This is an optimization exercise on Yosys and OpenROAD, whose aim is small area, not a production implementation. At most, simulation tests tie the RTL to the original design; equivalence was not proved. No driver is modelled on the clock port, so clocking that relies on it looks cheaper here than on a real chip. Power figures rest on the tool's default switching activity, not on a simulated workload.

== the reference run ==
==> module image_capture_top, before the edit <==
module image_capture_top (
  input  logic          clk,
  input  logic          mem_reset,
  input  logic          trigger,
  input  logic [15:0]   height,       
  input  logic [28:0]   start_addr,   
  input  logic [25:0]   s_beat,       
  input  logic          s_valid,
  output logic          s_ready,
  output logic          frame_done,
  output logic          skipped,
  output logic          mem_wr_req,
  output logic [156:0]  mem_wr_cmd,   
  input  logic          mem_wr_ack,
  output logic          frame_written
);
  localparam logic [1:0] C_IDLE = 2'd0, C_WAIT = 2'd1, C_STORE = 2'd2;   
  localparam logic [1:0] W_IDLE = 2'd0, W_REQ = 2'd1, W_ACK = 2'd2;     
  logic [1:0]  cap_state;
  logic        armed;
  logic [15:0] line_cnt;
  logic        frame_active;     
  logic [1:0]  slot;
  logic        out_valid;        
  logic [95:0] acc;              
  logic [95:0] ring [16];
  logic [95:0] stage;            
  logic [3:0]  stage_pos;        
  logic [3:0]  tail_pos;         
  logic [15:0] head_oh;          
  logic [4:0]  count;
  logic [95:0] head;             
  logic [1:0]  wr_state;
  logic        active_q;
  logic [28:0] wr_addr;
  logic sof, eol;
  logic fwd, pix_ready, pix_fire, line_last;
  logic push_ready, push_fire, pop_valid, pop_fire;
  logic writer_idle, frame_start, drained, word_done;
  logic [1:0] slot_idx;
  assign sof = s_beat[1];
  assign eol = s_beat[0];
  assign fwd       = (cap_state == C_STORE) || ((cap_state == C_WAIT) && sof);
  assign pix_ready = !out_valid || push_ready;
  assign s_ready   = fwd ? pix_ready : 1'b1;
  assign pix_fire  = s_valid && fwd && pix_ready;
  logic [16:0] line_inc;
  assign line_inc  = {1'b0, line_cnt} + 17'd1;
  assign line_last = line_inc[16] || ((line_inc[15:0] >= height) && (height != 16'd0));
  assign slot_idx  = sof ? 2'd0 : slot;
  assign word_done = pix_fire && (slot_idx == 2'd3);
  assign push_ready = !count[4];                
  assign push_fire  = out_valid && push_ready;
  assign pop_valid  = (count != 5'd0);
  assign pop_fire   = (wr_state == W_ACK) && mem_wr_ack;   
  assign writer_idle = (wr_state == W_IDLE);
  assign frame_start = frame_active && !active_q;
  assign drained     = !frame_active && !pop_valid && (slot == 2'd0) && !out_valid;
  always_ff @(posedge clk or posedge mem_reset) begin
    if (mem_reset) begin
      cap_state    <= C_IDLE;
      armed        <= 1'b0;
      frame_done   <= 1'b0;
      skipped      <= 1'b0;
    end else begin
      frame_done <= 1'b0;
      skipped    <= 1'b0;
      if (trigger) armed <= 1'b1;
      if (cap_state == C_IDLE) begin
        if (armed && writer_idle) begin
          cap_state <= C_WAIT;
          armed     <= trigger;
        end
        if (s_valid && sof) skipped <= 1'b1;
      end else if (pix_fire) begin
        cap_state <= C_STORE;
        if (eol && line_last) begin
          cap_state  <= C_IDLE;
          frame_done <= 1'b1;
        end
      end
    end
  end
  assign frame_active = cap_state[1];
  always_ff @(posedge clk) begin
    if (cap_state == C_IDLE) line_cnt <= '0;
    else if (pix_fire && eol) line_cnt <= line_inc[15:0];
  end
  always_ff @(posedge clk or posedge mem_reset) begin
    if (mem_reset) begin
      slot      <= '0;
      out_valid <= 1'b0;
      tail_pos  <= '0;
      stage_pos <= '0;
      head_oh   <= 16'd1;
      count     <= '0;
    end else begin
      if (pix_fire) slot <= slot_idx + 1'b1;
      if (word_done) out_valid <= 1'b1;
      else if (push_ready) out_valid <= 1'b0;
      tail_pos  <= tail_pos + (push_fire ? 4'd2 : 4'd1);
      stage_pos <= (push_fire ? tail_pos : stage_pos) + 4'd1;
      head_oh   <= pop_fire ? {head_oh[13:0], head_oh[15:14]} : {head_oh[14:0], head_oh[15]};
      case ({push_fire, pop_fire})
        2'b10:   count <= count + 1'b1;
        2'b01:   count <= count - 1'b1;
        default: count <= count;
      endcase
    end
  end
  always_ff @(posedge clk) begin
    if (pix_fire) acc <= {acc[71:0], s_beat[25:2]};
  end
  always_ff @(posedge clk) begin
    if (push_fire) stage <= acc;
  end
  always_ff @(posedge clk) begin
    for (int p = 0; p < 16; p++) begin
      if ((p % 4 == 0) && (stage_pos == 4'(p - 1))) ring[p] <= stage;
      else ring[p] <= ring[(p + 15) % 16];
    end
  end
  always_ff @(posedge clk or posedge mem_reset) begin
    if (mem_reset) begin
      wr_state      <= W_IDLE;
      active_q      <= 1'b0;
      frame_written <= 1'b0;
    end else begin
      active_q      <= frame_active;
      frame_written <= 1'b0;
      case (wr_state)
        W_IDLE: if (frame_start) wr_state <= W_REQ;
        W_REQ: begin
          if (pop_valid) begin
            wr_state <= W_ACK;
          end else if (drained) begin
            frame_written <= 1'b1;
            wr_state      <= W_IDLE;
          end
        end
        W_ACK: begin
          if (mem_wr_ack) wr_state <= W_REQ;
        end
        default: wr_state <= W_IDLE;
      endcase
    end
  end
  assign mem_wr_req = wr_state[1];
  always_ff @(posedge clk) begin
    if ((wr_state == W_IDLE) && frame_start) wr_addr <= start_addr;
    else if (pop_fire) wr_addr <= wr_addr + 29'd8;
  end
  logic [15:0] next_head_oh;     
  logic [4:0]  left;             
  logic [95:0] ring_even;
  assign next_head_oh = pop_fire ? {head_oh[14:0], head_oh[15]} : head_oh;
  assign left         = count - {4'd0, pop_fire};
  always_comb begin
    ring_even = '0;
    for (int i = 0; i < 16; i += 2) ring_even = ring_even | (ring[i] & {96{next_head_oh[i]}});
  end
  always_ff @(posedge clk) begin
    if (left == 5'd1) head <= stage;
    else if (|(next_head_oh & 16'h5555)) head <= ring_even;
  end
  assign mem_wr_cmd = {wr_addr,
                       head[95:72], 8'hff, head[71:48], 8'hff,
                       head[47:24], 8'hff, head[23:0],  8'hff};
endmodule
export LEC_CHECK = 0
export CAP_MARGIN = 20
export CORE_MARGIN = 2
export CORE_UTILIZATION = 65
export SLEW_MARGIN = 20
create_clock -name core_clock -period 4.5 [get_ports {clk}]
standard.sh (not shown) runs the stock make flow with config.mk's settings and CLKGATE_MAP_FILE= SYNTH_SCRIPT=/design/flow/synth_recipe.tcl, a recipe that flattens the netlist after the stock synthesis.
==> flow/flow/run.sh <==
#!/bin/bash
# Standard ORFS layout with smaller port buffers and a clock tree without dummy loads.
set -euo pipefail
export BUFFER_PORTS_ARGS="-buffer_cell sky130_fd_sc_hd__buf_1"
export CTS_ARGS="-sink_clustering_enable -repair_clock_nets -dont_use_dummy_load -buf_list sky130_fd_sc_hd__clkbuf_8 -sink_clustering_size 20 -sink_clustering_max_diameter 50"
bash standard.sh > standard.log 2>&1
Input changes introduced in the trial run (baseline for comparison: the reference run):
--- a/flow/design.v
+++ b/flow/design.v
@@ -27,13 +27,12 @@
   logic [95:0] ring [16];
   logic [95:0] stage;            
   logic [3:0]  stage_pos;        
   logic [3:0]  tail_pos;         
   logic [15:0] head_oh;          
   logic [4:0]  count;
-  logic [95:0] head;             
   logic [1:0]  wr_state;
   logic        active_q;
   logic [28:0] wr_addr;
   logic sof, eol;
   logic fwd, pix_ready, pix_fire, line_last;
   logic push_ready, push_fire, pop_valid, pop_fire;
@@ -148,23 +147,17 @@
   end
   assign mem_wr_req = wr_state[1];
   always_ff @(posedge clk) begin
     if ((wr_state == W_IDLE) && frame_start) wr_addr <= start_addr;
     else if (pop_fire) wr_addr <= wr_addr + 29'd8;
   end
-  logic [15:0] next_head_oh;     
-  logic [4:0]  left;             
-  logic [95:0] ring_even;
-  assign next_head_oh = pop_fire ? {head_oh[14:0], head_oh[15]} : head_oh;
-  assign left         = count - {4'd0, pop_fire};
+  logic [95:0] head;
+  logic        head_in_stage;    
+  assign head_in_stage = (count == 5'd1);
   always_comb begin
-    ring_even = '0;
-    for (int i = 0; i < 16; i += 2) ring_even = ring_even | (ring[i] & {96{next_head_oh[i]}});
-  end
-  always_ff @(posedge clk) begin
-    if (left == 5'd1) head <= stage;
-    else if (|(next_head_oh & 16'h5555)) head <= ring_even;
+    head = stage & {96{head_in_stage}};
+    for (int i = 0; i < 16; i++) head = head | (ring[i] & {96{head_oh[i] && !head_in_stage}});
   end
   assign mem_wr_cmd = {wr_addr,
                        head[95:72], 8'hff, head[71:48], 8'hff,
                        head[47:24], 8'hff, head[23:0],  8'hff};
 endmodule
--- outcome ---
Compared with the reference run, the trial run improves post-synthesis instance area. | minimum period implied by the final worst setup slack | higher: the trial run |. Compared with the reference run, the trial run degrades wire length of the first global-routing pass. Cmp the trial run and the reference run / fmax / higher: the reference run. From the reference run to the trial run the numbers moved as follows: maximum single-stage delay on the critical path climbed 90 ps, number of hold-repair buffers added at the cts stage barely changed. [compare] base=the reference run new=the trial run: final weighted congestion in routability-driven placement now sits higher, via count has increased, maximum clock insertion buffer count did not really move, count of cells resized by post-cts repair increased by 27 relative to the old numbers. Relative to the reference run, initial core utilization has gone up in the trial run.
For the reference run, only the layout was checked, not whether the RTL still works.

* * *

The RTL this note starts from:
==> flow/design.v <==
`timescale 1ns/1ps
module image_capture_top (
  input  logic          clk,
  input  logic          mem_reset,
  input  logic          trigger,
  input  logic [15:0]   height,       
  input  logic [28:0]   start_addr,   
  input  logic [25:0]   s_beat,       
  input  logic          s_valid,
  output logic          s_ready,
  output logic          frame_done,
  output logic          skipped,
  output logic          mem_wr_req,
  output logic [156:0]  mem_wr_cmd,   
  input  logic          mem_wr_ack,
  output logic          frame_written
);
  localparam logic [1:0] C_IDLE = 2'd0, C_WAIT = 2'd1, C_STORE = 2'd2;   
  localparam logic [1:0] W_IDLE = 2'd0, W_REQ = 2'd1, W_ACK = 2'd2;     
  logic [1:0]  cap_state;
  logic        armed;
  logic [15:0] line_cnt;
  logic        frame_active;     
  logic [1:0]  slot;
  logic        out_valid;        
  logic [95:0] acc;              
  localparam int RN = 15;        
  logic [95:0] ring [RN];
  logic [95:0] stage;            
  logic [3:0]  stage_pos;        
  logic [3:0]  tail_pos;         
  logic [RN-1:0] head_oh;        
  logic [4:0]  count;
  logic [95:0] head;             
  logic        head_ok;          
  logic [1:0]  wr_state;
  logic        active_q;
  logic [28:0] wr_addr;
  logic sof, eol;
  logic fwd, pix_ready, pix_fire, line_last;
  logic push_ready, push_fire, pop_valid, pop_fire;
  logic writer_idle, frame_start, drained, word_done;
  logic [1:0] slot_idx;
  assign sof = s_beat[1];
  assign eol = s_beat[0];
  assign fwd       = (cap_state == C_STORE) || ((cap_state == C_WAIT) && sof);
  assign pix_ready = !out_valid || push_ready;
  assign s_ready   = fwd ? pix_ready : 1'b1;
  assign pix_fire  = s_valid && fwd && pix_ready;
  logic [16:0] line_inc;
  assign line_inc  = {1'b0, line_cnt} + 17'd1;
  assign line_last = line_inc[16] || ((line_inc[15:0] >= height) && (height != 16'd0));
  assign slot_idx  = sof ? 2'd0 : slot;
  assign word_done = pix_fire && (slot_idx == 2'd3);
  assign push_ready = !count[4];                
  assign push_fire  = out_valid && push_ready;
  assign pop_valid  = (count != 5'd0);
  assign pop_fire   = (wr_state == W_ACK) && mem_wr_ack;   
  assign writer_idle = (wr_state == W_IDLE);
  assign frame_start = frame_active && !active_q;
  assign drained     = !frame_active && !pop_valid && (slot == 2'd0) && !out_valid;
  always_ff @(posedge clk or posedge mem_reset) begin
    if (mem_reset) begin
      cap_state    <= C_IDLE;
      armed        <= 1'b0;
      frame_done   <= 1'b0;
      skipped      <= 1'b0;
    end else begin
      frame_done <= 1'b0;
      skipped    <= 1'b0;
      if (trigger) armed <= 1'b1;
      if (cap_state == C_IDLE) begin
        if (armed && writer_idle) begin
          cap_state <= C_WAIT;
          armed     <= trigger;
        end
        if (s_valid && sof) skipped <= 1'b1;
      end else if (pix_fire) begin
        cap_state <= C_STORE;
        if (eol && line_last) begin
          cap_state  <= C_IDLE;
          frame_done <= 1'b1;
        end
      end
    end
  end
  assign frame_active = cap_state[1];
  always_ff @(posedge clk) begin
    if (cap_state == C_IDLE) line_cnt <= '0;
    else if (pix_fire && eol) line_cnt <= line_inc[15:0];
  end
  function automatic logic [3:0] pos_inc(input logic [3:0] x);
    pos_inc = (x == 4'(RN - 1)) ? 4'd0 : x + 4'd1;
  endfunction
  function automatic logic [3:0] pos_inc2(input logic [3:0] x);
    pos_inc2 = (x >= 4'(RN - 2)) ? x - 4'(RN - 2) : x + 4'd2;
  endfunction
  always_ff @(posedge clk or posedge mem_reset) begin
    if (mem_reset) begin
      slot      <= '0;
      out_valid <= 1'b0;
      tail_pos  <= '0;
      stage_pos <= '0;
      head_oh   <= 15'd1;
      count     <= '0;
    end else begin
      if (pix_fire) slot <= slot_idx + 1'b1;
      if (word_done) out_valid <= 1'b1;
      else if (push_ready) out_valid <= 1'b0;
      tail_pos  <= push_fire ? pos_inc2(tail_pos) : pos_inc(tail_pos);
      stage_pos <= pos_inc(push_fire ? tail_pos : stage_pos);
      head_oh   <= pop_fire ? {head_oh[RN-3:0], head_oh[RN-1:RN-2]} : {head_oh[RN-2:0], head_oh[RN-1]};
      case ({push_fire, pop_fire})
        2'b10:   count <= count + 1'b1;
        2'b01:   count <= count - 1'b1;
        default: count <= count;
      endcase
    end
  end
  always_ff @(posedge clk) begin
    if (pix_fire) acc <= {acc[71:0], s_beat[25:2]};
  end
  always_ff @(posedge clk) begin
    if (push_fire) stage <= acc;
  end
  always_ff @(posedge clk) begin
    for (int p = 0; p < RN; p++) begin
      if ((p % 4 == 0) && (stage_pos == 4'((p + RN - 1) % RN))) ring[p] <= stage;
      else ring[p] <= ring[(p + RN - 1) % RN];
    end
  end
  always_ff @(posedge clk or posedge mem_reset) begin
    if (mem_reset) begin
      wr_state      <= W_IDLE;
      active_q      <= 1'b0;
      frame_written <= 1'b0;
    end else begin
      active_q      <= frame_active;
      frame_written <= 1'b0;
      case (wr_state)
        W_IDLE: if (frame_start) wr_state <= W_REQ;
        W_REQ: begin
          if (pop_valid) begin
            wr_state <= W_ACK;
          end else if (drained) begin
            frame_written <= 1'b1;
            wr_state      <= W_IDLE;
          end
        end
        W_ACK: begin
          if (mem_wr_ack) wr_state <= W_REQ;
        end
        default: wr_state <= W_IDLE;
      endcase
    end
  end
  assign mem_wr_req = wr_state[1];
  always_ff @(posedge clk) begin
    if ((wr_state == W_IDLE) && frame_start) wr_addr <= start_addr;
    else if (pop_fire) wr_addr <= wr_addr + 29'd8;
  end
  logic [RN-1:0] next_head_oh;   
  logic [4:0]  left;             
  logic [95:0] ring_even;
  logic        load_stage, load_ring;
  logic        left_one;         
  assign next_head_oh = pop_fire ? {head_oh[RN-2:0], head_oh[RN-1]} : head_oh;
  assign left         = count - {4'd0, pop_fire};
  assign left_one     = (left == 5'd1);
  assign load_stage   = (pop_fire || !head_ok) && left_one;
  assign load_ring    = (pop_fire || !head_ok) && (left > 5'd1) && (|(next_head_oh & 15'h5555));
  always_comb begin
    ring_even = '0;
    for (int i = 0; i < RN; i += 2) ring_even = ring_even | (ring[i] & {96{next_head_oh[i]}});
  end
  logic [95:0] head_d;
  assign head_d   = left_one ? stage : ring_even;
  always_ff @(posedge clk) begin
    if (load_stage || load_ring) head <= head_d;
  end
  always_ff @(posedge clk or posedge mem_reset) begin
    if (mem_reset) head_ok <= 1'b0;
    else if (load_stage || load_ring) head_ok <= 1'b1;
    else if (pop_fire) head_ok <= 1'b0;
  end
  assign mem_wr_cmd = {wr_addr,
                       head[95:72], 8'hff, head[71:48], 8'hff,
                       head[47:24], 8'hff, head[23:0],  8'hff};
endmodule
clock: 4.5 ns
lec_check: 0
cap_margin: 20
core_margin: 2
core_utilization: 65
slew_margin: 20
==> flow/flow/run.sh <==
#!/bin/bash
# Standard ORFS layout with smaller port buffers, a clock tree without dummy loads,
# and a greedy downsizing pass after CTS (flow/downsize.tcl).
set -euo pipefail
export BUFFER_PORTS_ARGS="-buffer_cell sky130_fd_sc_hd__buf_1"
export CTS_ARGS="-sink_clustering_enable -repair_clock_nets -dont_use_dummy_load -buf_list sky130_fd_sc_hd__clkbuf_8 -sink_clustering_size 20 -sink_clustering_max_diameter 50"
export POST_CTS_TCL="$PWD/flow/downsize.tcl"
bash standard.sh > standard.log 2>&1
==> flow/flow/downsize.tcl <==
# Greedy downsizing after CTS: give each upsized cell the smallest cell of its family
# that keeps the worst setup slack above a margin and every slew and capacitance at
# least 20% inside its limit. Registers keep their type, only the drive changes.
set ds_margin 0.2
if { [info exists ::env(DOWNSIZE_MARGIN)] } { set ds_margin $::env(DOWNSIZE_MARGIN) }
proc ds_smaller { master } {
  if { ![regexp {^(sky130_fd_sc_hd__[a-z0-9]+)_([0-9]+)$} $master -> base drive] } { return {} }
  set area [get_property [get_lib_cells */$master] area]
  set out {}
  foreach d {0 1 2 3 4 6 8 12} {
    if { $d >= $drive } { break }
    set lc [get_lib_cells -quiet */${base}_$d]
    if { [llength $lc] > 0 && [get_property $lc area] < $area } { lappend out ${base}_$d }
  }
  return $out
}
proc ds_ok { margin } {
  if { [sta::worst_slack_cmd max] < [expr {$margin * 1e-9}] } { return 0 }
  if { [sta::max_slew_check_slack_limit] < 0.2 } { return 0 }
  if { [sta::max_capacitance_check_slack_limit] < 0.2 } { return 0 }
  return 1
}
set tried 0
set done 0
foreach inst [get_cells *] {
  set name [get_full_name $inst]
  set master [get_property $inst ref_name]
  if { [regexp {clkbuf|clkinv|clkdly|tap|fill|decap|conb|diode} $master] } { continue }
  if { [string match "clk*" $name] } { continue }
  set cands [ds_smaller $master]
  if { [llength $cands] == 0 } { continue }
  incr tried
  set kept $master
  foreach c $cands {
    replace_cell $name $c
    if { [ds_ok $ds_margin] } { set kept $c; break }
  }
  if { $kept == $master } { replace_cell $name $master } else { incr done }
}
puts "downsize: $done of $tried cells made smaller"
The starting point went through all stages and came out clean.
Rerun with:
--- a/flow/design.v
+++ b/flow/design.v
@@ -29,4 +29,6 @@
   logic [95:0] stage;            
   logic [3:0]  stage_pos;        
+  logic [3:0]  ld_sel;           
+  logic [3:0]  ld_keep;          
   logic [3:0]  tail_pos;         
   logic [RN-1:0] head_oh;        
@@ -96,4 +98,6 @@
     pos_inc2 = (x >= 4'(RN - 2)) ? x - 4'(RN - 2) : x + 4'd2;
   endfunction
+  logic [3:0] stage_pos_d;
+  assign stage_pos_d = pos_inc(push_fire ? tail_pos : stage_pos);
   always_ff @(posedge clk or posedge mem_reset) begin
     if (mem_reset) begin
@@ -102,4 +106,6 @@
       tail_pos  <= '0;
       stage_pos <= '0;
+      ld_sel    <= '0;
+      ld_keep   <= '1;
       head_oh   <= 15'd1;
       count     <= '0;
@@ -109,5 +115,9 @@
       else if (push_ready) out_valid <= 1'b0;
       tail_pos  <= push_fire ? pos_inc2(tail_pos) : pos_inc(tail_pos);
-      stage_pos <= pos_inc(push_fire ? tail_pos : stage_pos);
+      stage_pos <= stage_pos_d;
+      for (int k = 0; k < 4; k++) begin
+        ld_sel[k]  <= (stage_pos_d == 4'((4 * k + RN - 1) % RN));
+        ld_keep[k] <= (stage_pos_d != 4'((4 * k + RN - 1) % RN));
+      end
       head_oh   <= pop_fire ? {head_oh[RN-3:0], head_oh[RN-1:RN-2]} : {head_oh[RN-2:0], head_oh[RN-1]};
       case ({push_fire, pop_fire})
@@ -126,6 +136,8 @@
   always_ff @(posedge clk) begin
     for (int p = 0; p < RN; p++) begin
-      if ((p % 4 == 0) && (stage_pos == 4'((p + RN - 1) % RN))) ring[p] <= stage;
-      else ring[p] <= ring[(p + RN - 1) % RN];
+      if (p % 4 == 0)
+        ring[p] <= (stage & {96{ld_sel[p / 4]}}) | (ring[(p + RN - 1) % RN] & {96{ld_keep[p / 4]}});
+      else
+        ring[p] <= ring[(p + RN - 1) % RN];
     end
   end
=> Power is higher by 7.6%; critical path depth is lower by 1; routed wire length is higher by 12%; first-iteration DRC count is higher by 44%; final cell count is higher by 1.4%; clock skew is higher by 34 ps; non-clock buffer count is lower by 8; fmax is higher by 33%; area after synthesis is lower by 0.91%; clock power barely changes; register-to-register slack improves by 1100 ps.

==> what the ideal ports hide <==
No port has a modelled driver above. Below, the same layouts with a new extraction and two added sets of constraints. Step 1 (the two cells are an assumption about what drives the block):
set clk [get_ports {clk}]
set_driving_cell -lib_cell sky130_fd_sc_hd__clkbuf_16 $clk
set_driving_cell -lib_cell sky130_fd_sc_hd__buf_2 [delete_from_list [all_inputs] $clk]
Step 2 moves the port delays by t, midway between the first and last clock arrival at a register: inputs arrive t later, outputs are due t later. That takes back most of the time a late clock gives input paths. Three values: ideal ports, drivers, drivers and shift; two values: the first two.
run | t (ns) | slack for setup (ns) | latest minus earliest clock arrival (ns)
the reference run | 0.835 | 1.085 / 1.085 / 0.763 | 0.121 / 0.121
the trial run | 0.886 | 0.002 / -0.067 / 0.820 | 0.107 / 0.107
the first run of note 2 | 0.841 | 0.241 / 0.241 / -0.266 | 0.092 / 0.092
the second run of note 2 | 0.838 | 1.295 / 1.295 / 0.733 | 0.109 / 0.109
With both steps, setup timing fails in the first run of note 2, where it was met with ideal ports. The setup slack of the second run of note 2, which loses most, moves by 0.000 ns with the drivers and by -0.562 ns with both steps.
